Background: an optimization exercise with open tools, aiming at small area, a short achievable clock period and few clock cycles per item. Do not read the settings as production practice. Function was checked by simulation only, so behaviour that the tests miss may differ from the original.

==> inputs of v3 <==
==> flow/design.v (excerpt) <==
module fir_mac_ctrl #(
  parameter int DW   = FIR_DW,
  parameter int CW   = FIR_CW,
  parameter int TAPS = FIR_TAPS,
  parameter int AW   = $clog2(TAPS),
  parameter int ACCW = DW + CW + $clog2(TAPS)
) (
  input  logic            clk,
  input  logic            rst_n,
  input  logic            in_valid,
  output logic            in_ready,
  input  logic [DW-1:0]   in_data,
  input  logic            coef_we,
  input  logic [AW-1:0]   coef_addr,
  input  logic [CW-1:0]   coef_data,
  output logic            out_valid,
  input  logic            out_ready,
  output logic [ACCW-1:0] out_data,
  output logic            busy
);
Settings: LEC_CHECK=0, CAP_MARGIN=20, CORE_MARGIN=2, CORE_UTILIZATION=40, PLACE_DENSITY=0.72, SLEW_MARGIN=60; clock period 10.0 ns.
standard.sh (not shown) runs the stock make flow with config.mk's settings and CLKGATE_MAP_FILE= SYNTH_SCRIPT=/design/flow/synth_recipe.tcl, a recipe that flattens the netlist after the stock synthesis.
==> flow/flow/run.sh <==
#!/bin/bash
# Layout with the standard ORFS flow (standard.sh), with two changes in how
# the layout is made:
#  - synthesis skips Yosys's early 'abc -fast' pass (SYNTH_ARGS=-noabc), so the
#    full adders that extract_fa finds map to fa cells without extra inverters;
#    registers, their names and cell types are the same as standard synthesis;
#  - the port buffers are buf_4 cells.
# Each ORFS step writes its own log under orfs/logs; make's output goes to
# make_finish.log.
set -o pipefail
bash standard.sh SYNTH_ARGS=-noabc "BUFFER_PORTS_ARGS=-buffer_cell sky130_fd_sc_hd__buf_4" finish > make_finish.log 2>&1
==> inputs of v6, as changes to v3 <==
Settings changed: PLACE_DENSITY 0.72 to unset.
==> comparison table <==
item	v3	v6
Count of clock buffers in the final design	237	256
Min Tclk post-route	4.083 ns	3.832 ns
Status	complete, no violations	complete, no violations
Fraction of area in registers	31.32%	31.16%
Clock transition time at the flip-flop clock pins of the worst setup and hold paths	0.06 ns	0.07 ns
Final design area excluding fillers	0.1624 mm²	0.1630 mm²
Placed Area	0.1551 mm²	0.1556 mm²
Dpl cells	15,380	15,450
Worst slew margin	51.23%	50.35%
GRT met2 Usage	42.05%	47.06%
M1 WL	201,000 µm	234,000 µm
Testbench counts of v3, summed over its fixed seeds: cycles 2,048, items 2,000.
Testbench counts of v6, summed over its fixed seeds: cycles 2,048, items 2,000.

* * *

==> inputs of job 339 <==
fir_mac_ctrl, a different RTL version from the one above (not shown whole).
## fir_mac_ctrl
module fir_mac_ctrl #(
  parameter int DW   = FIR_DW,
  parameter int CW   = FIR_CW,
  parameter int TAPS = FIR_TAPS,
  parameter int AW   = $clog2(TAPS),
  parameter int ACCW = DW + CW + $clog2(TAPS)
) (
  input  logic            clk,
  input  logic            rst_n,
  input  logic            in_valid,
  output logic            in_ready,
  input  logic [DW-1:0]   in_data,
  input  logic            coef_we,
  input  logic [AW-1:0]   coef_addr,
  input  logic [CW-1:0]   coef_data,
  output logic            out_valid,
  input  logic            out_ready,
  output logic [ACCW-1:0] out_data,
  output logic            busy
);
  localparam int NP = FIR_NP;
  logic [TAPS-1:0][DW-1:0] x_q;      
  logic [TAPS-1:0][FIR_CEW-1:0] c_q;    
  logic [DW-1:0]           sk_q;     
  logic                    vsk_q;    
  logic                    vx_q;     
  logic [NP-1:0]           vp_q;     
  logic                    vh_q;     
  logic                    in_ready_q;
  logic                    busy_q;
  logic            adv, acc, xtake, shx, cw;
  logic [CW+1:0]      cext;
  logic [FIR_CEW-1:0] cenc;                
  logic [DW-1:0]   src;
  logic            vsk_d, vx_d, vh_d, busy_d;
  logic [NP-1:0]   vp_d;
  always_comb begin
    cext = {1'b0, coef_data, 1'b0};
    for (int j = 0; j < 8; j++) begin
      cenc[3*j]   = cext[2*j+1] ^ cext[2*j];
      cenc[3*j+1] = (cext[2*j+2] & ~cext[2*j+1] & ~cext[2*j]) |
  ...
clock: 10.0 ns
lec_check: 0
cap_margin: 20
core_margin: 2
core_utilization: 40
slew_margin: 20
run.sh (not shown) runs the stock make flow with config.mk's settings and CLKGATE_MAP_FILE= SYNTH_SCRIPT=/design/flow/synth_recipe.tcl, a recipe that flattens the netlist after the stock synthesis.
Stock flow here: none of the scripts above is used.
==> inputs of job 6529, as changes to job 339 <==
==> flow/flow/run.sh (new file) <==
#!/bin/bash
# Layout with the standard ORFS flow (standard.sh), with two changes in how
# the layout is made:
#  - synthesis skips Yosys's early 'abc -fast' pass (SYNTH_ARGS=-noabc), so the
#    full adders that extract_fa finds map to fa cells without extra inverters;
#    registers, their names and cell types are the same as standard synthesis;
#  - the port buffers are buf_4 cells.
# Each ORFS step writes its own log under orfs/logs; make's output goes to
# make_finish.log.
set -o pipefail
bash standard.sh SYNTH_ARGS=-noabc "BUFFER_PORTS_ARGS=-buffer_cell sky130_fd_sc_hd__buf_4" finish > make_finish.log 2>&1
==> flow/standard.sh (new file) <==
#!/bin/bash
# synth_recipe.tcl (not shown) runs the flow's synth.tcl, then flattens the netlist and writes it again
# the make line also repeats each setting of config.mk as NAME=value (left out here)
make -C /OpenROAD-flow-scripts/flow DESIGN_CONFIG=/design/flow/config.mk WORK_HOME=/design/flow/orfs CLKGATE_MAP_FILE= SYNTH_SCRIPT=/design/flow/synth_recipe.tcl "${@:-finish}"
removed: flow/run.sh
==> summary.txt <==
metric                                                                            job 339                  job 6529
Cts bufs inserted                                                                     153                       155
Antenna violations before repair                                                       62                        47
Largest stage delay on the critical path                                          1140 ps                    680 ps
Multiplexer fraction of the synthesized cell area                                   2.85%                     2.53%
Result of the run                                                 complete, no violations   complete, no violations
Post-synthesis sequential area ratio                                                24.8%                     26.2%
Final WS setup                                                                    4760 ps                   5050 ps
Min-delay src                                                             u_mac.p1_q[533]             u_mac.p1_q[1]
Standard cell with the maximum stage delay on the critical path  sky130_fd_sc_hd__xnor2_1  sky130_fd_sc_hd__nor3b_1
Highest fanout seen on the critical path                                               11                         6
Synthesized Nets                                                                    15630                     13591
Xor/xnor share of the synthesized area                                              13.5%                     13.9%
Number of global-route vias before repair                                          109539                    102941
Length of routed wiring on met1                                                 239000 µm                 235000 µm
Global-route wire length before repair                                          955000 µm                 886000 µm
Vias per std cell                                                                    6.44                      6.97
Number of non-clock inverters                                                        2422                       219
Post-route core utilization                                                         43.0%                     42.7%
Met2 layer usage reported by global route                                           51.7%                     50.4%
Data required time at the worst endpoint                                         10640 ps                  10600 ps
Capturing instance or port of the critical path                            u_mac.p1_q[87]             u_mac.y_o[48]
Cell area after synthesis                                                       0.141 mm²                 0.133 mm²
Testbench counts of job 339, summed over its fixed seeds: cycles 2,032, items 2,000.
Testbench counts of job 6529, summed over its fixed seeds: cycles 2,032, items 2,000.

-- re-timing with driven ports --
In the flow no input, the clock included, has a driving cell. The finished layouts below were timed again as built, in two steps. Step 1 sets driving cells, clkbuf_16 on the clock port and buf_2 on the other inputs (assumed; they add their load-dependent delay and slew). Step 2 adds t to the input delays and takes it off the output delays; t is the mean of the earliest and latest rising clock arrival at the registers after step 1. Input paths then give back, and output paths get back, about the clock's delay inside the block. a / b / c = ideal / step 1 / step 2; a / b = the first two.
| run | t, ns | setup WS [ns] | worst setup path after step 2 |
|---|---|---|---|
| v3 | 0.998 | 5.917 / 5.917 / 5.500 | input to register |
| v6 | 1.034 | 6.168 / 6.168 / 5.697 | input to register |
| job 339 | 0.996 | 4.755 / 4.755 / 4.476 | input to register |
| job 6529 | 0.973 | 5.048 / 5.048 / 5.048 | register to register |
After both steps setup and hold are still met in every run listed. For v6, which loses most, drivers alone change the setup slack by 0.000 ns; drivers and shift together by -0.471 ns.
